From an optimization exercise on the open Yosys and OpenROAD flow, aimed at small area and a short achievable clock period; shortcuts taken in it are not production practice. Only simulation tests tie the RTL to the original design; equivalence was not proved. Power figures rest on the tool's default switching activity, not on a simulated workload.

==> design/flow/design.v <==
package cpu_types_pkg;
  typedef logic [32-1:0] word_t;
  typedef logic [4:0] regbits_t;
  typedef enum logic [5:0] {
    RTYPE = 6'b000000,
    J     = 6'b000010,
    JAL   = 6'b000011,
    BEQ   = 6'b000100,
    BNE   = 6'b000101,
    ADDI  = 6'b001000,
    ADDIU = 6'b001001,
    SLTI  = 6'b001010,
    SLTIU = 6'b001011,
    ANDI  = 6'b001100,
    ORI   = 6'b001101,
    XORI  = 6'b001110,
    LUI   = 6'b001111,
    LW    = 6'b100011,
    SW    = 6'b101011,
    HALT  = 6'b111111
  } opcode_t;
  typedef enum logic [5:0] {
    SLL  = 6'b000000,
    SRL  = 6'b000010,
    JR   = 6'b001000,
    ADD  = 6'b100000,
    ADDU = 6'b100001,
    SUB  = 6'b100010,
    SUBU = 6'b100011,
    AND  = 6'b100100,
    OR   = 6'b100101,
    XOR  = 6'b100110,
    NOR  = 6'b100111,
    SLT  = 6'b101010,
    SLTU = 6'b101011
  } funct_t;
  typedef enum logic [3:0] {
    ALU_SLL  = 4'b0000,
    ALU_SRL  = 4'b0001,
    ALU_ADD  = 4'b0010,
    ALU_SUB  = 4'b0011,
    ALU_AND  = 4'b0100,
    ALU_OR   = 4'b0101,
    ALU_XOR  = 4'b0110,
    ALU_NOR  = 4'b0111,
    ALU_SLT  = 4'b1010,
    ALU_SLTU = 4'b1011
  } aluop_t;
endpackage
package dp_types_pkg;
  typedef enum logic [2:0] {
    PCSRC_NPC = 3'd0,
    PCSRC_REG = 3'd1,
    PCSRC_JMP = 3'd2,
    PCSRC_BR  = 3'd3
  } pcsrc_t;
  typedef enum logic [1:0] {
    REGDST_RD = 2'd0,
    REGDST_RT = 2'd1,
    REGDST_RA = 2'd2
  } regdst_t;
  typedef enum logic [1:0] {
    REGSRC_ALU = 2'd0,
    REGSRC_MEM = 2'd1,
    REGSRC_LUI = 2'd2,
    REGSRC_PC4 = 2'd3
  } regsrc_t;
  typedef enum logic {ALUSRC_REG = 1'b0, ALUSRC_IMM = 1'b1} alusrc_t;
endpackage
`timescale 1ns/1ps
module register_file (
  input  logic        CLK,
  input  logic        nRST,
  input  logic        WEN,
  input  logic [4:0]  wsel,
  input  logic [31:0] wdat,
  input  logic [4:0]  rsel1,
  input  logic [4:0]  rsel2,
  output logic [31:0] rdat1,
  output logic [31:0] rdat2
);
  logic [31:0] regs [1:31];
  logic [31:1] valid;
  logic [31:1] pmask;
  logic [31:1] ren;
  always_comb begin
    for (int i = 1; i < 32; i++) pmask[i] = WEN && (wsel == i[4:0]);
  end
  always_ff @(posedge CLK, negedge nRST) begin
    if (!nRST) valid <= '0;
    else       valid <= valid | pmask;
  end
  always_ff @(posedge CLK) begin
    for (int i = 1; i < 32; i++) begin
      if (pmask[i]) regs[i] <= wdat;
    end
  end
  assign ren = valid & ~pmask;
  logic [31:0] sel1, sel2;
  logic [31:0] col [0:31];
  always_comb begin
    sel1[0] = WEN && (wsel == rsel1);
    sel2[0] = WEN && (wsel == rsel2);
    for (int i = 1; i < 32; i++) begin
      sel1[i] = ren[i] && (rsel1 == i[4:0]);
      sel2[i] = ren[i] && (rsel2 == i[4:0]);
    end
    for (int b = 0; b < 32; b++) begin
      col[b][0] = wdat[b];
      for (int i = 1; i < 32; i++) col[b][i] = regs[i][b];
    end
  end
  for (genvar b = 0; b < 32; b++) begin : g_rd
    rf_andor u1 (.d(col[b]), .s(sel1), .y(rdat1[b]));
    rf_andor u2 (.d(col[b]), .s(sel2), .y(rdat2[b]));
  end
endmodule
module rf_andor (
  input  logic [31:0] d,
  input  logic [31:0] s,
  output logic        y
);
  logic [3:0]  t8;
  logic [1:0]  t16n;
  for (genvar k = 0; k < 4; k++) begin : g_ao
    rf_ao8 u (.d(d[8*k +: 8]), .s(s[8*k +: 8]), .y(t8[k]));
  end
  for (genvar k = 0; k < 2; k++) begin : g_n2
    rf_nor2 u (.a(t8[2*k]), .b(t8[2*k+1]), .y(t16n[k]));
  end
  rf_nand2 u_out (.a(t16n[0]), .b(t16n[1]), .y(y));
endmodule
module rf_ao8 (
  input  logic [7:0] d,
  input  logic [7:0] s,
  output logic       y
);
  assign y = |(d & s);
endmodule
module rf_nor2 (input logic a, b, output logic y);
  assign y = ~(a | b);
endmodule
module rf_nand2 (input logic a, b, output logic y);
  assign y = ~(a & b);
endmodule
`timescale 1ns/1ps
module alu (
  input  logic [31:0] a,
  input  logic [31:0] b,
  input  logic        sub,      
  input  logic        uns,      
  input  logic [1:0]  lop,      
  input  logic        left,     
  input  logic [2:0]  kind,     
  output logic [31:0] sum,
  output logic [31:0] res
);
  logic [31:0] bx, p, g, lres, sh_in, sh_out, sres, a_rev;
  logic        cout, lt;
  assign bx = b ^ {32{sub}};
  ks_add32 add0 (.a(a), .b(bx), .cin(sub), .sum(sum), .cout(cout), .p(p), .g(g));
  assign lt = ~cout ^ (~uns & (a[31] ^ b[31]));
  always_comb begin
    case (lop)
      2'd0: lres = g;
      2'd1: lres = p | g;
      2'd2: lres = p;
      default: lres = ~(p | g);
    endcase
  end
  always_comb begin
    for (int i = 0; i < 32; i++) a_rev[i] = a[31-i];
  end
  assign sh_in  = left ? a_rev : a;
  assign sh_out = sh_in >> b[4:0];
  always_comb begin
    for (int i = 0; i < 32; i++) sres[i] = left ? sh_out[31-i] : sh_out[i];
  end
  always_comb begin
    case (kind)
      3'd0:    res = sum;
      3'd1:    res = {31'd0, lt};
      3'd2:    res = lres;
      3'd3:    res = sres;
      default: res = b;
    endcase
  end
endmodule
module ks_add32 (
  input  logic [31:0] a,
  input  logic [31:0] b,
  input  logic        cin,
  output logic [31:0] sum,
  output logic        cout,
  output logic [31:0] p,        
  output logic [31:0] g         
);
  logic [31:0] g1n, p1n, g2, p2, g3n, p3n, g4, p4, g5n, p5n;
  ks_pg pg0 (.a(a), .b(b), .cin(cin), .p(p), .g(g));
  ks_lvl_pn #(.D(1))  l1 (.g(g),   .p(p),   .gn(g1n), .pn(p1n));
  ks_lvl_np #(.D(2))  l2 (.gn(g1n), .pn(p1n), .g(g2),   .p(p2));
  ks_lvl_pn #(.D(4))  l3 (.g(g2),  .p(p2),  .gn(g3n), .pn(p3n));
  ks_lvl_np #(.D(8))  l4 (.gn(g3n), .pn(p3n), .g(g4),   .p(p4));
  ks_lvl_pn #(.D(16)) l5 (.g(g4),  .p(p4),  .gn(g5n), .pn(p5n));
  ks_sum s0 (.p(p), .cin(cin), .cn(g5n), .sum(sum), .cout(cout));
endmodule
module ks_pg (
  input  logic [31:0] a,
  input  logic [31:0] b,
  input  logic        cin,
  output logic [31:0] p,
  output logic [31:0] g
);
  always_comb begin
    p = a ^ b;
    g = a & b;
    g[0] = (a[0] & b[0]) | ((a[0] | b[0]) & cin);
  end
endmodule
module ks_lvl_pn #(parameter int D = 1) (
  input  logic [31:0] g,
  input  logic [31:0] p,
  output logic [31:0] gn,
  output logic [31:0] pn
);
  always_comb begin
    for (int i = 0; i < 32; i++) begin
      if (i >= D) begin
        gn[i] = ~(g[i] | (p[i] & g[i-D]));
        pn[i] = ~(p[i] & p[i-D]);
      end else begin
        gn[i] = ~g[i];
        pn[i] = ~p[i];
      end
    end
  end
endmodule
module ks_lvl_np #(parameter int D = 1) (
  input  logic [31:0] gn,
  input  logic [31:0] pn,
  output logic [31:0] g,
  output logic [31:0] p
);
  always_comb begin
    for (int i = 0; i < 32; i++) begin
      if (i >= D) begin
        g[i] = ~(gn[i] & (pn[i] | gn[i-D]));
        p[i] = ~(pn[i] | pn[i-D]);
      end else begin
        g[i] = ~gn[i];
        p[i] = ~pn[i];
      end
    end
  end
endmodule
module ks_sum (
  input  logic [31:0] p,
  input  logic        cin,
  input  logic [31:0] cn,
  output logic [31:0] sum,
  output logic        cout
);
  always_comb begin
    sum[0] = p[0] ^ cin;
    for (int i = 1; i < 32; i++) sum[i] = p[i] ^ ~cn[i-1];
    cout = ~cn[31];
  end
endmodule
`timescale 1ns/1ps
module control_unit (
  input  logic [5:0] op,
  input  logic [5:0] fn,
  output logic       brt,       
  output logic [1:0] bsrc,      
  output logic       zext,      
  output logic       sub,
  output logic       uns,
  output logic [1:0] lop,       
  output logic       left,
  output logic [2:0] kind,      
  output logic [1:0] wdst,      
  output logic       regw,
  output logic       mem,       
  output logic       lw,
  output logic       sw,
  output logic       jr,
  output logic       jmp,
  output logic       br,        
  output logic       hlt
);
  logic is_r;
  always_comb begin
    is_r = (op == 6'h00);
    zext = op[2];
    lw   = (op == 6'h23);
    sw   = (op == 6'h2b);
    mem  = lw | sw;
    jr   = is_r && (fn == 6'h08);
    jmp  = (op[5:1] == 5'b00001);
    br   = (op[5:1] == 5'b00010);
    brt  = is_r;
    hlt  = (op == 6'h3f);
    sub  = is_r ? (fn[1] & ~fn[2]) : (op[5:1] == 5'b00101);
    uns  = is_r ? fn[0] : op[0];
    lop  = is_r ? fn[1:0] : op[1:0];
    left = ~fn[1];
    bsrc = 2'd0;
    kind = 3'd0;
    wdst = 2'd1;
    regw = 1'b0;
    if (is_r) begin
      wdst = 2'd0;
      if (fn[5]) begin
        case (fn[3:2])
          2'b00:   kind = 3'd0;
          2'b01:   kind = 3'd2;
          default: kind = 3'd1;
        endcase
      end else begin
        kind = 3'd3;
      end
      case (fn)
        6'h00, 6'h02, 6'h20, 6'h21, 6'h22, 6'h23, 6'h24, 6'h25, 6'h26, 6'h27,
        6'h2a, 6'h2b: regw = 1'b1;
        default: regw = 1'b0;
      endcase
    end else if (op == 6'h03) begin
      wdst = 2'd2;
      bsrc = 2'd2;
      kind = 3'd4;
      regw = 1'b1;
    end else if (op[5:3] == 3'b001) begin
      regw = 1'b1;
      case (op[2:1])
        2'b00:   kind = 3'd0;
        2'b01:   kind = 3'd1;
        default: begin
          if (op[2:0] == 3'b111) begin
            bsrc = 2'd1;
            kind = 3'd4;
          end else begin
            kind = 3'd2;
          end
        end
      endcase
    end else if (lw) begin
      bsrc = 2'd3;
      kind = 3'd4;
      regw = 1'b1;
    end
  end
endmodule
`timescale 1ns/1ps
import cpu_types_pkg::*;
import dp_types_pkg::*;
module request_unit (
  input  logic CLK,
  input  logic nRST,
  input  logic ihit,
  input  logic dhit,
  input  logic dREN,
  input  logic dWEN,
  output logic dmemREN,
  output logic dmemWEN
);
  always_ff @(posedge CLK, negedge nRST) begin
    if (!nRST) begin
      dmemREN <= 1'b0;
      dmemWEN <= 1'b0;
    end else if (dhit) begin
      dmemREN <= 1'b0;
      dmemWEN <= 1'b0;
    end else if (ihit) begin
      if (dREN) begin
        dmemREN <= 1'b1;
      end
      if (dWEN) begin
        dmemWEN <= 1'b1;
      end
    end
  end
endmodule
`timescale 1ns/1ps
module datapath (
  input  logic        CLK,
  input  logic        nRST,
  output logic        imemREN,
  output logic [31:0] imemaddr,
  input  logic [31:0] imemload,
  input  logic        ihit,
  output logic        dmemREN,
  output logic        dmemWEN,
  output logic [31:0] dmemaddr,
  output logic [31:0] dmemstore,
  input  logic [31:0] dmemload,
  input  logic        dhit,
  output logic        halt
);
  logic        brt, zext, sub, uns, left, regw, mem, lw, sw, jr, jmp, br, hlt;
  logic [1:0]  bsrc, lop, wdst;
  logic [2:0]  kind;
  logic [31:0] rdat1, rdat2;
  logic [31:0] imm32, bo, b_in, sum, res;
  logic [4:0]  wsel;
  logic [31:0] cpc, pc4, baddr, pc_d;
  logic        complete, ihit_live, taken;
  control_unit cu (
    .op(imemload[31:26]), .fn(imemload[5:0]),
    .brt(brt), .bsrc(bsrc), .zext(zext), .sub(sub), .uns(uns), .lop(lop), .left(left),
    .kind(kind), .wdst(wdst), .regw(regw), .mem(mem), .lw(lw), .sw(sw),
    .jr(jr), .jmp(jmp), .br(br), .hlt(hlt)
  );
  assign ihit_live = ihit & ~halt;
  assign complete  = mem ? (dhit & ~halt) : ihit_live;
  logic [31:0] pc_q, bt_q;
  logic        tk_q;
  assign cpc   = tk_q ? bt_q : pc_q;
  assign pc4   = cpc + 32'd4;
  assign baddr = pc4 + {{14{imemload[15]}}, imemload[15:0], 2'b00};
  assign taken = br && ((rdat1 == rdat2) ^ imemload[26]);
  always_comb begin
    if (jr)       pc_d = rdat1;
    else if (jmp) pc_d = {pc4[31:28], imemload[25:0], 2'b00};
    else          pc_d = pc4;
  end
  always_ff @(posedge CLK, negedge nRST) begin
    if (!nRST) begin
      pc_q <= 32'h0000_0000;
      tk_q <= 1'b0;
    end else if (complete) begin
      pc_q <= pc_d;
      tk_q <= taken;
    end
  end
  always_ff @(posedge CLK) begin
    if (complete) bt_q <= baddr;
  end
  assign imm32 = {{16{imemload[15] & ~zext}}, imemload[15:0]};
  always_comb begin
    case (bsrc)
      2'd0:    bo = imm32;
      2'd1:    bo = {imemload[15:0], 16'd0};
      2'd2:    bo = pc4;
      default: bo = dhit ? dmemload : imm32;
    endcase
  end
  assign b_in = brt ? rdat2 : bo;
  always_comb begin
    case (wdst)
      2'd0:    wsel = imemload[15:11];
      2'd1:    wsel = imemload[20:16];
      default: wsel = 5'd31;
    endcase
  end
  logic        pend_v;
  logic [4:0]  pend_sel;
  logic [31:0] pend_a, pend_b;
  logic        pend_sub, pend_uns, pend_left;
  logic [1:0]  pend_lop;
  logic [2:0]  pend_kind;
  always_ff @(posedge CLK, negedge nRST) begin
    if (!nRST) pend_v <= 1'b0;
    else       pend_v <= regw && complete && (wsel != 5'd0);
  end
  always_ff @(posedge CLK) begin
    pend_sel  <= wsel;
    pend_a    <= rdat1;
    pend_b    <= b_in;
    pend_sub  <= sub;
    pend_uns  <= uns;
    pend_left <= left;
    pend_lop  <= lop;
    pend_kind <= kind;
    dmemstore <= rdat2;
  end
  alu alu0 (
    .a(pend_a), .b(pend_b), .sub(pend_sub), .uns(pend_uns), .lop(pend_lop),
    .left(pend_left), .kind(pend_kind), .sum(sum), .res(res)
  );
  assign dmemaddr = sum;
  register_file rf (
    .CLK(CLK), .nRST(nRST), .WEN(pend_v), .wsel(pend_sel), .wdat(res),
    .rsel1(imemload[25:21]), .rsel2(imemload[20:16]),
    .rdat1(rdat1), .rdat2(rdat2)
  );
  always_ff @(posedge CLK, negedge nRST) begin
    if (!nRST)                halt <= 1'b0;
    else if (hlt && complete) halt <= 1'b1;
  end
  assign imemREN  = ~halt;
  assign imemaddr = cpc;
  request_unit ru (
    .CLK(CLK), .nRST(nRST), .ihit(ihit_live), .dhit(dhit), .dREN(lw), .dWEN(sw),
    .dmemREN(dmemREN), .dmemWEN(dmemWEN)
  );
endmodule
==> design/flow/flow/run.sh <==
#!/bin/bash
# The standard layout (standard.sh, its synthesis unchanged) with:
# - a clock tree of clkbuf_8 without dummy loads,
# - plain buf_2 port buffers instead of the default delay-cell buffers.
set -e
EXTRA='SETUP_SLACK_MARGIN=9.5 TNS_END_PERCENT=0'
EXTRA="$EXTRA CTS_ARGS='-sink_clustering_enable -repair_clock_nets -dont_use_dummy_load -buf_list sky130_fd_sc_hd__clkbuf_8'"
EXTRA="$EXTRA BUFFER_PORTS_ARGS='-buffer_cell sky130_fd_sc_hd__buf_2'"
sed -e "s/SETUP_SLACK_MARGIN=[0-9.]* //" -e "s|\"\${@:-finish}\"|$EXTRA \"\${@:-finish}\"|" standard.sh > my_standard.sh
bash my_standard.sh > standard.log 2>&1
==> design/flow/standard.sh <==
#!/bin/bash
# synth_recipe.tcl (not shown) runs the flow's synth.tcl, then flattens the netlist and writes it again
# the make line also repeats each setting of config.mk as NAME=value (left out here)
make -C /OpenROAD-flow-scripts/flow DESIGN_CONFIG=/design/flow/config.mk WORK_HOME=/design/flow/orfs CLKGATE_MAP_FILE= SYNTH_SCRIPT=/design/flow/synth_recipe.tcl "${@:-finish}"
==> design/flow/config.mk <==
export PLATFORM = sky130hd
export DESIGN_NAME = datapath
export DESIGN_NICKNAME = datapath
export VERILOG_FILES = /design/flow/design.v
export SDC_FILE = /design/flow/constraint.sdc
export NUM_CORES = 4
export LEC_CHECK = 0
export CAP_MARGIN = 20
export CORE_MARGIN = 2
export CORE_UTILIZATION = 50
export CTS_BUF_LIST = sky130_fd_sc_hd__clkbuf_8
export PLACE_DENSITY = 0.62
export SLEW_MARGIN = 20
export SYNTH_HIERARCHICAL = 1
export TNS_END_PERCENT = 0
==> design/flow/constraint.sdc <==
create_clock -name core_clock -period 13.5 [get_ports {CLK}]
set_input_delay 2.7000 -clock core_clock [delete_from_list [all_inputs] [get_ports {CLK}]]
set_output_delay 2.7000 -clock core_clock [all_outputs]
set_load 0.01 [all_outputs]
==> results.json, run 1 <==
{
  "grt_start_max_net_pins": 68,
  "worst_r2r_startpoint": "pend_b[0]",
  "nets": 5245,
  "min_delay_path_class": "reg -> reg",
  "worst_slew_pin_slew_ns": 1.286,
  "grt_remaining_overflow": 0,
  "worst_clock_skew_ns": 0.1061,
  "design.core.area_um2": 114700,
  "grtUsageTotal_pct": 41.19,
  "detail_route.first_pass.iterations": 7,
  "placement.cell_area_um2": 62540,
  "floorplan.initialDensity_pct": 50.58,
  "finish.cell_count_without_fillers": 6627,
  "floorplan_die_height_um": 344.6,
  "pre_cts_slack_ns": 6.759,
  "p_per_area_nw_per_um2": 111.2,
  "timing_max_transition_violations_final": 0,
  "rows": 124,
  "vdd_drop_max_uv": 89.17,
  "fmaxAchievable_mhz": 164.5,
  "area_growth_from_synthesis_to_layout_pct": 13.70,
  "timing.setup.critical_path_class": "in -> reg",
  "timing.critical_path.slowest_cell_delay_ns": 0.57,
  "dp_cells": 6411,
  "clkLatencyLatePin_ns": 0.93,
  "critical_path_arrival_ns": 6.83,
  "ctsHtreeMaxLevel": 4,
  "cts_hold_repair.buffers": 0,
  "port_buffers": 167,
  "slew_headroom_pct": 13.58,
  "design_area_um2": 65930,
  "critical_path.cell_chain": "buf_2 > nand3b_1 > nor4_4 > buf_4 > a22oi_1 > nand4_1 > nor2_2 > nand2_1 > xor2_1 > nor4_1 > nand4_1 > nor2_1 > xnor2_1 > o21ai_1",
  "remaining_drc_errors": 0,
  "via_count": 49100,
  "die-width_um": 344.6,
  "routed_via_density": 7.408,
  "worst_ep_required_time_ns": 14.25,
  "drive_gt1_share_pct": 18.08,
  "first_pass_grt_wire_length_mm": 344.0,
  "synth_warnings": 22,
  "holdPathEnd": "rf.valid[15]",
  "critical_path.startpoint_type": "primary input",
  "timing.critical_path.mode_cell": "sky130_fd_sc_hd__nand4_1",
  "detailedRoute.firstIterationViolations": 7612,
  "cts_tree": "yes",
  "gp_congestion": 1.043,
  "detailedPlacementHpwl_mm": 165.5,
  "gate_count_post_synth": 4704,
  "r2r_setup_slack_ns": 7.52,
  "cts_made_buffers": 194,
  "hold_viol_final": 0,
  "final.period_utilization_pct": 45.03,
  "worst-path-max-fanout": 32,
  "ff2ff_path_depth": 19,
  "vias_in_the_first_global_route": 45450,
  "worst_hold_startpoint": "rf.valid[15]",
  "outcome": "finished clean",
  "post_synth_instance_area_um2": 57990,
  "initial_antenna_violation_count": 9,
  "period_minus_slack_ns": 6.079,
  "ctsLongestPathBuffers": 3,
  "hold_depth": 1,
  "syn_area_per_cell_um2": 12.33,
  "wl_per_cell_um": 37.47,
  "cts.reportedPaths.clkPinSlew_ns": 0.05,
  "finalSetupTns_ns": 0,
  "layout_common_cells": "1044 x sky130_fd_sc_hd__a22oi_1, 1024 x sky130_fd_sc_hd__edfxtp_1, 292 x sky130_fd_sc_hd__nor2_1",
  "cts.sink_count": 1201,
  "die-area_um2": 118700,
  "postLayoutSetupSlackWorst_ns": 7.421,
  "critical_path.endpoint_type": "register",
  "critical_path_cell_with_the_highest_stage_delay": "sky130_fd_sc_hd__nor4_1",
  "leading_cell_type_in_the_layout_fill_and_taps_excluded": "sky130_fd_sc_hd__a22oi_1",
  "drtAntennaViolNets": 0,
  "grt_setup_unrepaired": "true",
  "maxCapViolations": 0,
  "cellLeakagePower_nw": 22.86,
  "root_buf_cell": "sky130_fd_sc_hd__clkbuf_8",
  "setup-violations-final": 0,
  "finalWirelength_mm": 248.3,
  "synth.net_count": 4842,
  "rr_endpoint": "tk_q",
  "pin_count": 168
}
==> what timing repair did <==
item	4_1_cts	5_1_grt
pin swaps	6	7
buffers inserted	7	4
gates resized for setup	76	46
gates cloned	1	0
endpoints found under the setup margin	1175	550
==> where the power goes <==
group	total (mW)	internal [mW]	switching, mW
registers	4.14	4.12	0.0197
logic	0.624	0.162	0.462
clock network	2.57	1.26	1.31
total	7.33	5.53	1.80
==> worst max-delay path by stage <==
| stage | cells after the start | start | to |
|---|---|---|---|
| after floorplan | 14 | imemload[16] | tk_q |
| after global placement | 15 | imemload[22] | tk_q |
| after detailed placement | 15 | imemload[22] | tk_q |
| after CTS | 13 | pend_sub | dmemaddr[31] |
| after global routing | 11 | pend_sub | dmemaddr[31] |
| final | 14 | imemload[18] | tk_q |
==> flip-flops by register name (all words and copies together), names as in the netlist, 2 cells and up <==
name,count
pend_b,32
rf.regs,992
rf.valid,31
pend_kind,3
pend_sel,5
pend_a,32
pend_lop,2
pc_q,32
bt_q,32
dmemstore,32
==> per-stage QoR <==
stage / power [mW] / util [%] / hold slack [ns]
finish: 7.330 / 57.50 / 0.4593
global route: 7.516 / 57.49 / 0.4716
CTS: 7.321 / 57.30 / 0.4577
detailed placement: 4.793 / 54.55 / 0.4451
global placement: 4.789 / 54.54 / 0.4419
floorplan: 4.509 / - / 0.4265
==> worst max-delay path, delay by kind of cell <==
family                    cells  cell delay, ns
AOI/OAI and AO/OA             2            0.33
and+or+nand+nor               8            2.64
buffers and inverters         2            0.64
xor gates and xnor gates      2            0.45
==> cell type report <==
type / count / area (µm²)
fillers: 9498 / 48720
diodes: 10 / 25.02
inverters: 91 / 341.6
flip-flops and latches: 1201 / 34640
well taps: 1512 / 1892
clock buffers: 194 / 2670
repair buffers: 348 / 2316
multi-input cells: 3271 / 24040
==> metal layers <==
| metal | wire length [µm] | vias to the layer above | global-route usage (%) |
|---|---|---|---|
| met3 | 35410 | 694 | 13.55 |
| met1 | 91310 | 24340 | 55.01 |
| li1 | - | 20050 | - |
| met4 | 15450 | 10 | 22.04 |
| met2 | 106000 | 4006 | 59.63 |
| met5 | 62 | - | 0 |
==> run 2: changes to the inputs <==
--- a/design/flow/design.v
+++ b/design/flow/design.v
@@ -146,7 +146,7 @@
 `timescale 1ns/1ps
 module alu (
   input  logic [31:0] a,
-  input  logic [31:0] b,
+  input  logic [31:0] bx,       
   input  logic        sub,      
   input  logic        uns,      
   input  logic [1:0]  lop,      
@@ -155,11 +155,11 @@
   output logic [31:0] sum,
   output logic [31:0] res
 );
-  logic [31:0] bx, p, g, lres, sh_in, sh_out, sres, a_rev;
+  logic [31:0] b, p, g, lres, sh_in, sh_out, sres, a_rev;
   logic        cout, lt;
-  assign bx = b ^ {32{sub}};
+  assign b = bx;
   ks_add32 add0 (.a(a), .b(bx), .cin(sub), .sum(sum), .cout(cout), .p(p), .g(g));
-  assign lt = ~cout ^ (~uns & (a[31] ^ b[31]));
+  assign lt = ~cout ^ (~uns & (a[31] ^ bx[31] ^ sub));
   always_comb begin
     case (lop)
       2'd0: lres = g;
@@ -300,7 +300,7 @@
     br   = (op[5:1] == 5'b00010);
     brt  = is_r;
     hlt  = (op == 6'h3f);
-    sub  = is_r ? (fn[1] & ~fn[2]) : (op[5:1] == 5'b00101);
+    sub  = is_r ? (fn[5] & fn[1] & ~fn[2]) : (op[5:1] == 5'b00101);
     uns  = is_r ? fn[0] : op[0];
     lop  = is_r ? fn[1:0] : op[1:0];
     left = ~fn[1];
@@ -465,7 +465,7 @@
   always_ff @(posedge CLK) begin
     pend_sel  <= wsel;
     pend_a    <= rdat1;
-    pend_b    <= b_in;
+    pend_b    <= b_in ^ {32{sub}};
     pend_sub  <= sub;
     pend_uns  <= uns;
     pend_left <= left;
@@ -474,7 +474,7 @@
     dmemstore <= rdat2;
   end
   alu alu0 (
-    .a(pend_a), .b(pend_b), .sub(pend_sub), .uns(pend_uns), .lop(pend_lop),
+    .a(pend_a), .bx(pend_b), .sub(pend_sub), .uns(pend_uns), .lop(pend_lop),
     .left(pend_left), .kind(pend_kind), .sum(sum), .res(res)
   );
   assign dmemaddr = sum;
==> results.json, run 2 <==
{
  "outcome": "finished clean",
  "vdd_drop_max_uv": 104.3,
  "synth_warnings": 22,
  "maxCapViolations": 0,
  "cts.reportedPaths.clkPinSlew_ns": 0.05,
  "layout_common_cells": "1047 x sky130_fd_sc_hd__a22oi_1, 1024 x sky130_fd_sc_hd__edfxtp_1, 267 x sky130_fd_sc_hd__nand2_1",
  "drive_gt1_share_pct": 21.23,
  "drtAntennaViolNets": 0,
  "nets": 5317,
  "critical_path_arrival_ns": 6.44,
  "vias_in_the_first_global_route": 45870,
  "cts.sink_count": 1201,
  "syn_area_per_cell_um2": 12.26,
  "worst_slew_pin_slew_ns": 1.170,
  "detailedRoute.firstIterationViolations": 7720,
  "biggest_register": "rf.regs",
  "floorplan_die_height_um": 345.7,
  "critical_path_cell_with_the_highest_stage_delay": "sky130_fd_sc_hd__nor2_1",
  "cts_made_buffers": 196,
  "worst_clock_skew_ns": 0.1063,
  "leading_cell_type_in_the_layout_fill_and_taps_excluded": "sky130_fd_sc_hd__a22oi_1",
  "fmaxAchievable_mhz": 176.3,
  "critical_path.endpoint_type": "register",
  "worst-path-max-fanout": 32,
  "routed_via_density": 7.371,
  "root_buf_cell": "sky130_fd_sc_hd__clkbuf_8",
  "period_minus_slack_ns": 5.673,
  "gp_congestion": 1.068,
  "ctsLongestPathBuffers": 3,
  "area_growth_from_synthesis_to_layout_pct": 15.69,
  "cts_tree": "yes",
  "wl_per_cell_um": 36.23,
  "critical_path.cell_chain": "clkbuf_4 > nand2b_4 > or2_4 > nor3_4 > buf_4 > a22oi_1 > nand4_1 > nor2_1 > nand2_1 > xor2_1 > nor4_1 > nand4_1 > nor2_1 > xnor2_1 > o21ai_1",
  "setup-violations-final": 0,
  "first_pass_grt_wire_length_mm": 339.6,
  "timing.critical_path.slowest_cell_delay_ns": 0.43,
  "gate_count_post_synth": 4763,
  "largest_register_ff_count": 992,
  "grt_start_max_net_pins": 66,
  "synth.net_count": 4901,
  "grt_setup_unrepaired": "true",
  "timing.setup.critical_path_class": "in -> reg",
  "post_synth_instance_area_um2": 58370,
  "remaining_drc_errors": 0,
  "slew_headroom_pct": 21.41,
  "rows": 125,
  "detail_route.first_pass.iterations": 9,
  "grt_remaining_overflow": 0,
  "design.core.area_um2": 116000,
  "min_delay_path_class": "reg -> reg",
  "hold_viol_final": 0,
  "initial_antenna_violation_count": 17,
  "cellLeakagePower_nw": 23.40,
  "via_count": 49490,
  "detailedPlacementHpwl_mm": 158.6,
  "ctsHtreeMaxLevel": 4,
  "clkLatencyLatePin_ns": 0.96,
  "finalWirelength_mm": 243.3,
  "final.period_utilization_pct": 42.02,
  "cts_hold_repair.buffers": 0,
  "pin_count": 168,
  "timing_max_transition_violations_final": 0,
  "grtUsageTotal_pct": 39.52,
  "p_total_mw": 7.408,
  "p_per_area_nw_per_um2": 109.7,
  "worst_ep_required_time_ns": 14.27,
  "critical_path.startpoint_type": "primary input",
  "port_buffers": 167,
  "floorplan.initialDensity_pct": 50.30,
  "die-area_um2": 119500,
  "die-width_um": 345.7,
  "finalSetupTns_ns": 0
}
[run 2: routing by layer]
layer / global-route usage [%] / part of all wire (%) / wire [µm] / up-vias
li1: - / - / - / 20280
met1: 50.99 / 36 / 86640 / 24420
met2: 58.33 / 43 / 105600 / 3969
met3: 12.27 / 14 / 33130 / 805
met4: 24.35 / 7.3 / 17850 / 8
met5: 0 / 0.031 / 75 / -
[run 2: path summary, 6_finish.rpt]
check                        startpoint      endpoint  slack [ns]  depth (start not counted)
hold / removal             rf.valid[14]  rf.valid[14]        0.46                          1
hold reg to reg            rf.valid[14]  rf.valid[14]        0.46                          1
setup / recovery           imemload[16]          tk_q        7.83                         15
max in group asynchronous          nRST  rf.valid[14]       10.68                          2
min in group asynchronous          nRST    ru.dmemREN        1.63                          1
setup reg to reg              pend_b[0]          tk_q        8.11                         26
[run 2: per-stage QoR]
| step | utilization [%] | worst slack, ns | cells | hold slack, ns | instance area (µm²) |
|---|---|---|---|---|---|
| after floorplan | - | 7.932 | 4763 | 0.4265 | 59190 |
| after global placement | 54.22 | 7.008 | 6462 | 0.4412 | 62920 |
| after detailed placement | 54.24 | 6.990 | 6463 | 0.4459 | 62950 |
| after CTS | 57.55 | 7.922 | 6678 | 0.4600 | 66780 |
| after global routing | 58.18 | 7.904 | 6707 | 0.4717 | 67510 |
| final | 58.19 | 7.827 | 6714 | 0.4596 | 67530 |
[run 2: critical path: cells and delay by family]
kind,cells,cell delay (ns)
XOR/XNOR,2,0.38
AO/OA/AOI/OAI,2,0.29
buffers and inverters,2,0.63
AND/OR/NAND/NOR,9,2.35
[run 2: timing repair]
action,CTS,global route
resized for setup,239,119
endpoints found under the setup margin,452,327
cloned,5,1
buffers inserted,14,22
pin swaps,25,37
[run 2: where the power goes]
part | internal [mW] | total [mW] | leakage [nW] | switching (mW)
clock | 1.27 | 2.59 | 1.41 | 1.32
sequential | 4.11 | 4.14 | 11.3 | 0.0307
combinational | 0.205 | 0.681 | 10.7 | 0.477
[run 2: cell type report]
type,instances,area [µm²]
clock buffers,196,2698
diodes,13,32.53
flip-flops and latches,1201,34790
inverters,100,377.9
multi-input cells,3316,25110
repair buffers,364,2621
fillers,9458,48520
well taps,1524,1907
==> run 3: changes to the inputs <==
==> design/flow/flow/run.sh (replaced) <==
#!/bin/bash
# The standard layout (standard.sh, its synthesis unchanged) with:
# - a clock tree of clkbuf_16 with large sink clusters and no dummy loads,
# - plain buf_2 port buffers instead of the default delay-cell buffers.
set -e
EXTRA='SETUP_SLACK_MARGIN=9.5 TNS_END_PERCENT=0'
EXTRA="$EXTRA CTS_ARGS='-sink_clustering_enable -repair_clock_nets -dont_use_dummy_load -buf_list sky130_fd_sc_hd__clkbuf_16 -sink_clustering_size 22 -sink_clustering_max_diameter 100'"
EXTRA="$EXTRA BUFFER_PORTS_ARGS='-buffer_cell sky130_fd_sc_hd__buf_2'"
sed -e "s/SETUP_SLACK_MARGIN=[0-9.]* //" -e "s|\"\${@:-finish}\"|$EXTRA \"\${@:-finish}\"|" standard.sh > my_standard.sh
bash my_standard.sh > standard.log 2>&1
--- a/design/flow/config.mk
+++ b/design/flow/config.mk
@@ -7,9 +7,8 @@
 export LEC_CHECK = 0
 export CAP_MARGIN = 20
 export CORE_MARGIN = 2
-export CORE_UTILIZATION = 50
-export CTS_BUF_LIST = sky130_fd_sc_hd__clkbuf_8
-export PLACE_DENSITY = 0.62
+export CORE_UTILIZATION = 60
+export PLACE_DENSITY = 0.7
 export SLEW_MARGIN = 20
 export SYNTH_HIERARCHICAL = 1
 export TNS_END_PERCENT = 0
==> results.json, run 3 <==
{
  "worst_clock_skew_ns": 0.1022,
  "routed_via_density": 7.882,
  "synth_warnings": 22,
  "area_growth_from_synthesis_to_layout_pct": 14.06,
  "p_per_area_nw_per_um2": 101.8,
  "setup-violations-final": 0,
  "int_pwr_mw": 5.106,
  "ctsLongestPathBuffers": 3,
  "grtUsageTotal_pct": 47.01,
  "seqPwrFrac_pct": 61.0,
  "outcome": "finished clean",
  "worst_hold_slack_ns": 0.4708,
  "vias_in_the_first_global_route": 45590,
  "cts.reportedPaths.clkPinSlew_ns": 0.10,
  "maxCapViolations": 0,
  "cellLeakagePower_nw": 22.87,
  "routed.top_layer": "met5",
  "cts_tree": "yes",
  "detailedPlacementHpwl_mm": 152.8,
  "cts_made_buffers": 61,
  "timing.critical_path.slowest_cell_delay_ns": 0.37,
  "gp_congestion": 1.088,
  "layout_common_cells": "1045 x sky130_fd_sc_hd__a22oi_1, 1024 x sky130_fd_sc_hd__edfxtp_1, 264 x sky130_fd_sc_hd__nand4_1",
  "period_minus_slack_ns": 5.500,
  "sw_frac_of_total_pct": 24.65,
  "critical_path.top_delay_family": "simple AND/OR/NAND/NOR gates",
  "p_switching_mw": 1.670,
  "first_pass_grt_wire_length_mm": 332.2,
  "grt_setup_unrepaired": "true",
  "fill_cells": 6884,
  "gate_count_post_synth": 4763,
  "detail_route.first_pass.iterations": 7,
  "leading_cell_type_in_the_layout_fill_and_taps_excluded": "sky130_fd_sc_hd__a22oi_1",
  "syn_area_per_cell_um2": 12.26,
  "critical_path_cell_with_the_highest_stage_delay": "sky130_fd_sc_hd__nand4_1",
  "finish.cell_count_without_fillers": 6337,
  "drtAntennaViolNets": 0,
  "finalWirelength_mm": 240.4,
  "final.period_utilization_pct": 40.74,
  "nets": 5191,
  "met2RoutedLength_mm": 100.7,
  "wl_met1_mm": 80.54,
  "critical_path.endpoint_type": "register",
  "die-width_um": 315.9,
  "clockPowerShare_pct": 28.6,
  "drive_gt1_share_pct": 20.77,
  "critical_path.startpoint_type": "primary input",
  "rows": 114,
  "slew_headroom_pct": 17.51,
  "finalSetupTns_ns": 0,
  "critical_path.cell_chain": "buf_4 > nand3b_1 > buf_12 > nor3_4 > buf_4 > a22oi_1 > nand4_1 > nor2_2 > nand2_1 > xor2_1 > nor4_1 > nand4_1 > nor2_1 > xnor2_1 > o21ai_1",
  "root_buf_cell": "sky130_fd_sc_hd__clkbuf_16",
  "remaining_drc_errors": 0,
  "timing_max_transition_violations_final": 0,
  "postLayoutSetupSlackWorst_ns": 8.000,
  "synth.net_count": 4901,
  "cts.sink_count": 1201,
  "largest_register_ff_count": 992,
  "floorplan.initialDensity_pct": 60.45,
  "worst_slew_pin_slew_ns": 1.233,
  "initial_antenna_violation_count": 7,
  "worst-path-max-fanout": 32,
  "cp_num_buf_inv": 3,
  "worst_ep_required_time_ns": 14.08,
  "wl_per_cell_um": 37.93,
  "post_synth_instance_area_um2": 58370,
  "vdd_drop_max_uv": 153.6,
  "grt_remaining_overflow": 0,
  "met3_wirelength_mm": 38.69,
  "grt_start_max_net_pins": 66,
  "fmaxAchievable_mhz": 181.8,
  "comb_power_share_pct": 10.4,
  "clkLatencyLatePin_ns": 0.77,
  "port_buffers": 167,
  "via_count": 49950,
  "biggest_register": "rf.regs",
  "min_delay_path_class": "reg -> reg",
  "design.core.area_um2": 96570,
  "ctsHtreeMaxLevel": 2,
  "pre_cts_slack_ns": 6.954,
  "pin_count": 168,
  "timing.setup.critical_path_class": "in -> reg",
  "die-area_um2": 99800,
  "cts_hold_repair.buffers": 0,
  "floorplan_die_height_um": 315.9,
  "critical_path_arrival_ns": 6.08,
  "detailedRoute.firstIterationViolations": 9417,
  "hold_viol_final": 0,
  "dp_cells": 6210
}
==> run 3: cell types whose count changed in the layout (fill, tap and decap cells not counted), moves of 5 or more <==
cell and delta:
sky130_fd_sc_hd__clkbuf_8 -194, sky130_fd_sc_hd__clkbuf_16 +60, sky130_fd_sc_hd__nor2_1 -28, sky130_fd_sc_hd__nand2_1 -25, sky130_fd_sc_hd__nand2_2 +24, sky130_fd_sc_hd__buf_6 +23, sky130_fd_sc_hd__nor2_2 +16, sky130_fd_sc_hd__buf_4 -14
sky130_fd_sc_hd__nor2_4 +12, sky130_fd_sc_hd__ha_2 +6, sky130_fd_sc_hd__buf_12 +5, sky130_fd_sc_hd__buf_2 -5
==> run 3: area by class of cell <==
class / count / area [µm²] / area share, %
Timing Repair Buffer: 368 / 2760 / 4.146
Clock buffer: 61 / 1526 / 2.293
Multi-Input combinational cell: 3319 / 25480 / 38.27
Tap cell: 1276 / 1597 / 2.398
Antenna cell: 10 / 25.02 / 0.03759
Sequential cell: 1201 / 34790 / 52.26
Inverter: 100 / 385.4 / 0.5788
Timing Repair inverter: 2 / 10.01 / 0.01503
==> run 3: metal layers <==
layer / up-vias / GRT usage [%]
li1: 20060 / -
met1: 24320 / 61.28
met2: 4641 / 67.84
met3: 920 / 16.25
met4: 4 / 29.00
met5: - / 0
==> run 3: power by group through the flow <==
| stage | combinational [mW] | sequential [mW] | clock, mW |
|---|---|---|---|
| floorplan | 0.343 | 4.20 | 0 |
| global placement | 0.596 | 4.21 | 0 |
| detailed placement | 0.600 | 4.21 | 0 |
| CTS | 0.653 | 4.13 | 1.93 |
| global route | 0.730 | 4.13 | 2.05 |
| finish | 0.705 | 4.13 | 1.94 |
==> run 3: worst register-to-register path: cells and delay by family, from the launching register on <==
| kind | cells | cell delay (ns) |
|---|---|---|
| XOR/XNOR | 2 | 0.35 |
| multiplexers | 2 | 1.10 |
| flip-flops | 1 | 0.38 |
| AND/OR/NAND/NOR | 7 | 1.67 |
| AO/OA/AOI/OAI | 5 | 1.52 |
| buffers and inverters | 1 | 0.30 |
==> run 3: timing repair <==
item | in CTS | in global routing
buffers inserted | 28 | 18
pin swaps | 31 | 55
gates resized for setup | 315 | 179
setup endpoints to repair | 581 | 277
cloned | 8 | 2
==> run 3: worst paths after layout <==
check,cells after the start,start,slack [ns],endpoint
max,15,imemload[24],8.00,tk_q
min,1,rf.valid[24],0.47,rf.valid[24]
max reg2reg,17,pend_left,8.09,tk_q
min reg2reg,1,rf.valid[24],0.47,rf.valid[24]
max in group asynchronous,2,nRST,10.49,tk_q
min in group asynchronous,1,nRST,1.80,pc_q[4]
==> run 3: through the flow <==
| step | util [%] | instance area (µm²) | total power, mW |
|---|---|---|---|
| 2_1_floorplan | - | 59190 | 4.542 |
| 3_3_place_gp | 64.85 | 62630 | 4.811 |
| 3_5_place_dp | 64.85 | 62630 | 4.815 |
| 4_1_cts | 67.99 | 65650 | 6.712 |
| 5_1_grt | 68.93 | 66560 | 6.909 |
| 6_report | 68.95 | 66580 | 6.776 |
==> run 4: changes to the inputs <==
--- a/design/flow/design.v
+++ b/design/flow/design.v
@@ -146,7 +146,7 @@
 `timescale 1ns/1ps
 module alu (
   input  logic [31:0] a,
-  input  logic [31:0] bx,       
+  input  logic [31:0] pin,      
   input  logic        sub,      
   input  logic        uns,      
   input  logic [1:0]  lop,      
@@ -157,8 +157,10 @@
 );
   logic [31:0] b, p, g, lres, sh_in, sh_out, sres, a_rev;
   logic        cout, lt;
-  assign b = bx;
-  ks_add32 add0 (.a(a), .b(bx), .cin(sub), .sum(sum), .cout(cout), .p(p), .g(g));
+  logic [31:0] bx;
+  assign bx = a ^ pin;
+  assign b  = bx;
+  ks_add32 add0 (.a(a), .pin(pin), .cin(sub), .sum(sum), .cout(cout), .p(p), .g(g));
   assign lt = ~cout ^ (~uns & (a[31] ^ bx[31] ^ sub));
   always_comb begin
     case (lop)
@@ -188,7 +190,7 @@
 endmodule
 module ks_add32 (
   input  logic [31:0] a,
-  input  logic [31:0] b,
+  input  logic [31:0] pin,      
   input  logic        cin,
   output logic [31:0] sum,
   output logic        cout,
@@ -196,7 +198,7 @@
   output logic [31:0] g         
 );
   logic [31:0] g1n, p1n, g2, p2, g3n, p3n, g4, p4, g5n, p5n;
-  ks_pg pg0 (.a(a), .b(b), .cin(cin), .p(p), .g(g));
+  ks_pg pg0 (.a(a), .pin(pin), .cin(cin), .p(p), .g(g));
   ks_lvl_pn #(.D(1))  l1 (.g(g),   .p(p),   .gn(g1n), .pn(p1n));
   ks_lvl_np #(.D(2))  l2 (.gn(g1n), .pn(p1n), .g(g2),   .p(p2));
   ks_lvl_pn #(.D(4))  l3 (.g(g2),  .p(p2),  .gn(g3n), .pn(p3n));
@@ -206,15 +208,15 @@
 endmodule
 module ks_pg (
   input  logic [31:0] a,
-  input  logic [31:0] b,
+  input  logic [31:0] pin,
   input  logic        cin,
   output logic [31:0] p,
   output logic [31:0] g
 );
   always_comb begin
-    p = a ^ b;
-    g = a & b;
-    g[0] = (a[0] & b[0]) | ((a[0] | b[0]) & cin);
+    p = pin;
+    g = a & ~pin;
+    g[0] = (a[0] & ~pin[0]) | ((a[0] | pin[0]) & cin);
   end
 endmodule
 module ks_lvl_pn #(parameter int D = 1) (
@@ -416,7 +418,7 @@
   logic        tk_q;
   assign cpc   = tk_q ? bt_q : pc_q;
   assign pc4   = cpc + 32'd4;
-  assign baddr = pc4 + {{14{imemload[15]}}, imemload[15:0], 2'b00};
+  assign baddr = cpc + {{{14{imemload[15]}}, imemload[15:0]} + 30'd1, 2'b00};
   assign taken = br && ((rdat1 == rdat2) ^ imemload[26]);
   always_comb begin
     if (jr)       pc_d = rdat1;
@@ -454,7 +456,7 @@
   end
   logic        pend_v;
   logic [4:0]  pend_sel;
-  logic [31:0] pend_a, pend_b;
+  logic [31:0] pend_a, pend_p;
   logic        pend_sub, pend_uns, pend_left;
   logic [1:0]  pend_lop;
   logic [2:0]  pend_kind;
@@ -465,7 +467,7 @@
   always_ff @(posedge CLK) begin
     pend_sel  <= wsel;
     pend_a    <= rdat1;
-    pend_b    <= b_in ^ {32{sub}};
+    pend_p    <= rdat1 ^ b_in ^ {32{sub}};
     pend_sub  <= sub;
     pend_uns  <= uns;
     pend_left <= left;
@@ -474,7 +476,7 @@
     dmemstore <= rdat2;
   end
   alu alu0 (
-    .a(pend_a), .bx(pend_b), .sub(pend_sub), .uns(pend_uns), .lop(pend_lop),
+    .a(pend_a), .pin(pend_p), .sub(pend_sub), .uns(pend_uns), .lop(pend_lop),
     .left(pend_left), .kind(pend_kind), .sum(sum), .res(res)
   );
   assign dmemaddr = sum;
==> results.json, run 4 <==
{
  "timing_max_transition_violations_final": 0,
  "placement.cell_area_um2": 62510,
  "area_growth_from_synthesis_to_layout_pct": 14.86,
  "drive_gt1_share_pct": 21.77,
  "critical_path.endpoint_type": "register",
  "critical_path_cell_with_the_highest_stage_delay": "sky130_fd_sc_hd__nor2_1",
  "synth_warnings": 22,
  "nets": 5177,
  "setup-violations-final": 0,
  "clkLatencyLatePin_ns": 0.69,
  "worst_slew_pin_slew_ns": 1.052,
  "critical_path_arrival_ns": 5.99,
  "cp_num_buf_inv": 3,
  "critical_path.cell_chain": "buf_6 > nand2b_4 > buf_4 > nor3_4 > buf_6 > a22oi_1 > nand4_1 > nor2_1 > nand2_1 > xor2_1 > nor4_1 > nand4_1 > nor2_2 > xnor2_1 > o21ai_0",
  "syn_area_per_cell_um2": 12.24,
  "outcome": "finished clean",
  "detailedPlacementHpwl_mm": 159.8,
  "final.period_utilization_pct": 40.72,
  "grt_setup_unrepaired": "true",
  "worst_ep_required_time_ns": 14.00,
  "p_per_area_nw_per_um2": 102.9,
  "timing.setup.critical_path_class": "in -> reg",
  "largest_register_ff_count": 992,
  "dp_cells": 6212,
  "design.core.area_um2": 96710,
  "critical_path.startpoint_type": "primary input",
  "leading_cell_type_in_the_layout_fill_and_taps_excluded": "sky130_fd_sc_hd__a22oi_1",
  "wl_per_cell_um": 38.04,
  "cts.reportedPaths.clkPinSlew_ns": 0.09,
  "cts.sink_count": 1201,
  "critical_path.top_delay_family": "simple AND/OR/NAND/NOR gates",
  "fmaxAchievable_mhz": 181.9,
  "min_delay_path_class": "reg -> reg",
  "worst_clock_skew_ns": 0.08611,
  "synth.net_count": 4880,
  "detail_route.first_pass.iterations": 8,
  "die-width_um": 316.2,
  "rows": 114,
  "cellLeakagePower_nw": 22.56,
  "vdd_drop_max_uv": 143.3,
  "gate_count_post_synth": 4777,
  "slew_headroom_pct": 29.87,
  "ctsLongestPathBuffers": 3,
  "grt_remaining_overflow": 0,
  "finalWirelength_mm": 241.8,
  "vias_in_the_first_global_route": 46580,
  "pin_count": 168,
  "floorplan.initialDensity_pct": 60.47,
  "first_pass_grt_wire_length_mm": 337.6,
  "p_total_mw": 6.910,
  "routed_via_density": 7.883,
  "post_synth_instance_area_um2": 58480,
  "postLayoutSetupSlackWorst_ns": 8.003,
  "via_count": 50100,
  "finish.cell_count_without_fillers": 6355,
  "detailedRoute.firstIterationViolations": 9591,
  "worst-path-max-fanout": 32,
  "gp_congestion": 1.066,
  "floorplan_die_height_um": 316.2,
  "die-area_um2": 99980,
  "remaining_drc_errors": 0,
  "layout_common_cells": "1040 x sky130_fd_sc_hd__a22oi_1, 1024 x sky130_fd_sc_hd__edfxtp_1, 268 x sky130_fd_sc_hd__nand4_1",
  "port_buffers": 167,
  "grtUsageTotal_pct": 47.58,
  "drtAntennaViolNets": 0,
  "finalSetupTns_ns": 0,
  "cts_tree": "yes",
  "cts_hold_repair.buffers": 0,
  "grt_start_max_net_pins": 69,
  "initial_antenna_violation_count": 16,
  "biggest_register": "rf.regs",
  "pre_cts_slack_ns": 6.549,
  "worst_hold_slack_ns": 0.4694,
  "design_area_um2": 67170,
  "maxCapViolations": 0,
  "ctsHtreeMaxLevel": 3,
  "cts_made_buffers": 66,
  "root_buf_cell": "sky130_fd_sc_hd__clkbuf_16",
  "timing.critical_path.slowest_cell_delay_ns": 0.52,
  "period_minus_slack_ns": 5.497,
  "finish.utilization_pct": 69.46,
  "hold_viol_final": 0
}
[run 4: cell count changes in the layout (fill, tap and decap cells not counted), sizes merged, moves of 12 or more]
| cell | delta |
|---|---|
| inv | -33 |
| mux2 | -18 |
| ha | -35 |
| xnor2 | +84 |
| buf | +36 |
| nor2b | +25 |
| a21oi | -16 |
| mux2i | +22 |
| o22ai | -13 |
| a31oi | -12 |
| a211oi | +16 |
[run 4: what timing repair did]
item	in CTS	in global routing
gates resized for setup	514	145
endpoints found under the setup margin	884	277
buffers inserted	46	21
cloned	2	0
pin swaps	53	57
[run 4: where the power goes]
group          internal, mW  total [mW]  switching (mW)
logic                 0.218       0.719           0.501
clock network         0.875        2.03            1.15
registers              4.11        4.16          0.0490
total                  5.21        6.91            1.70
[run 4: final timing paths]
path,start,endpoint,slack (ns),depth (start not counted)
worst max-delay path,imemload[17],tk_q,8.00,15
worst min-delay path,rf.valid[20],rf.valid[20],0.47,1
worst max register to register,pend_p[0],tk_q,8.18,20
worst min register to register,rf.valid[20],rf.valid[20],0.47,1
max in group asynchronous,nRST,tk_q,10.77,1
min in group asynchronous,nRST,pc_q[3],2.09,1
[run 4: final cells by class]
class	instances	area (µm²)
Inverter	66	252.7
Timing Repair Buffer	399	3192
Tap cell	1276	1597
Fill cell	6844	29540
Multi-Input combinational cell	3340	25660
Clock buffer	66	1652
Antenna cell	7	17.52
Sequential cell	1201	34800
[run 4: worst reg2reg max path: stages (launching register included)]
cell                        delay [ns]
sky130_fd_sc_hd__dfxtp_4          0.39
sky130_fd_sc_hd__buf_4            0.16
sky130_fd_sc_hd__xor2_2           0.17
sky130_fd_sc_hd__buf_6            0.20
sky130_fd_sc_hd__mux4_2           0.35
sky130_fd_sc_hd__nand2_1          0.08
sky130_fd_sc_hd__a32oi_2          0.52
sky130_fd_sc_hd__mux2i_2          0.22
sky130_fd_sc_hd__a2111oi_1        0.62
sky130_fd_sc_hd__a2bb2oi_2        0.22
sky130_fd_sc_hd__buf_4            0.37
sky130_fd_sc_hd__a22oi_1          0.21
sky130_fd_sc_hd__nand4_1          0.17
sky130_fd_sc_hd__nor2_2           0.10
sky130_fd_sc_hd__nand2_1          0.24
sky130_fd_sc_hd__xor2_1           0.15
sky130_fd_sc_hd__nor4_4           0.41
sky130_fd_sc_hd__nand4_1          0.17
sky130_fd_sc_hd__nor2_2           0.16
sky130_fd_sc_hd__xnor2_1          0.14
sky130_fd_sc_hd__o21ai_0          0.11
[run 4: metal layers]
| metal | share of wire, % | vias up | global-route usage (%) | wire length (µm) |
|---|---|---|---|---|
| li1 | - | 19990 | - | - |
| met1 | 33 | 24130 | 61.00 | 79860 |
| met2 | 43 | 4949 | 70.39 | 103700 |
| met3 | 16 | 1002 | 16.92 | 39530 |
| met4 | 7.6 | 20 | 27.41 | 18470 |
| met5 | 0.074 | - | 0 | 179 |

==> afterwards: timing with drivers on the ports <==
How much do the figures lean on ideal ports? The routed layouts below were timed once more, with nothing changed but the port constraints.
Step 1: set_driving_cell puts a clkbuf_16 on CLK and a buf_2 on each other input, an assumption about the parent block.
Step 2 also shifts input and output timing later by t, the mid clock arrival at the registers, as if the neighbouring blocks saw the same clock.
Three values: ideal, step 1, step 2; two values: the first two.
| run | t (ns) | slack for setup (ns) | hold slack, ns | worst register clock-pin slew, ns |
|---|---|---|---|---|
| run 1 | 0.945 | 7.421 / 7.415 / 6.470 | 0.459 / 0.459 / 0.459 | 0.07 / 0.07 |
| run 2 | 0.970 | 7.827 / 7.828 / 6.858 | 0.460 / 0.460 / 0.460 | 0.07 / 0.07 |
| run 3 | 0.784 | 8.000 / 7.939 / 7.154 | 0.471 / 0.471 / 0.471 | 0.10 / 0.10 |
| run 4 | 0.730 | 8.003 / 8.046 / 7.316 | 0.469 / 0.469 / 0.469 | 0.10 / 0.10 |
After both steps setup and hold are still met in every run listed. For run 2, which loses most, drivers alone change the setup slack by +0.001 ns; drivers and shift together by -0.969 ns.
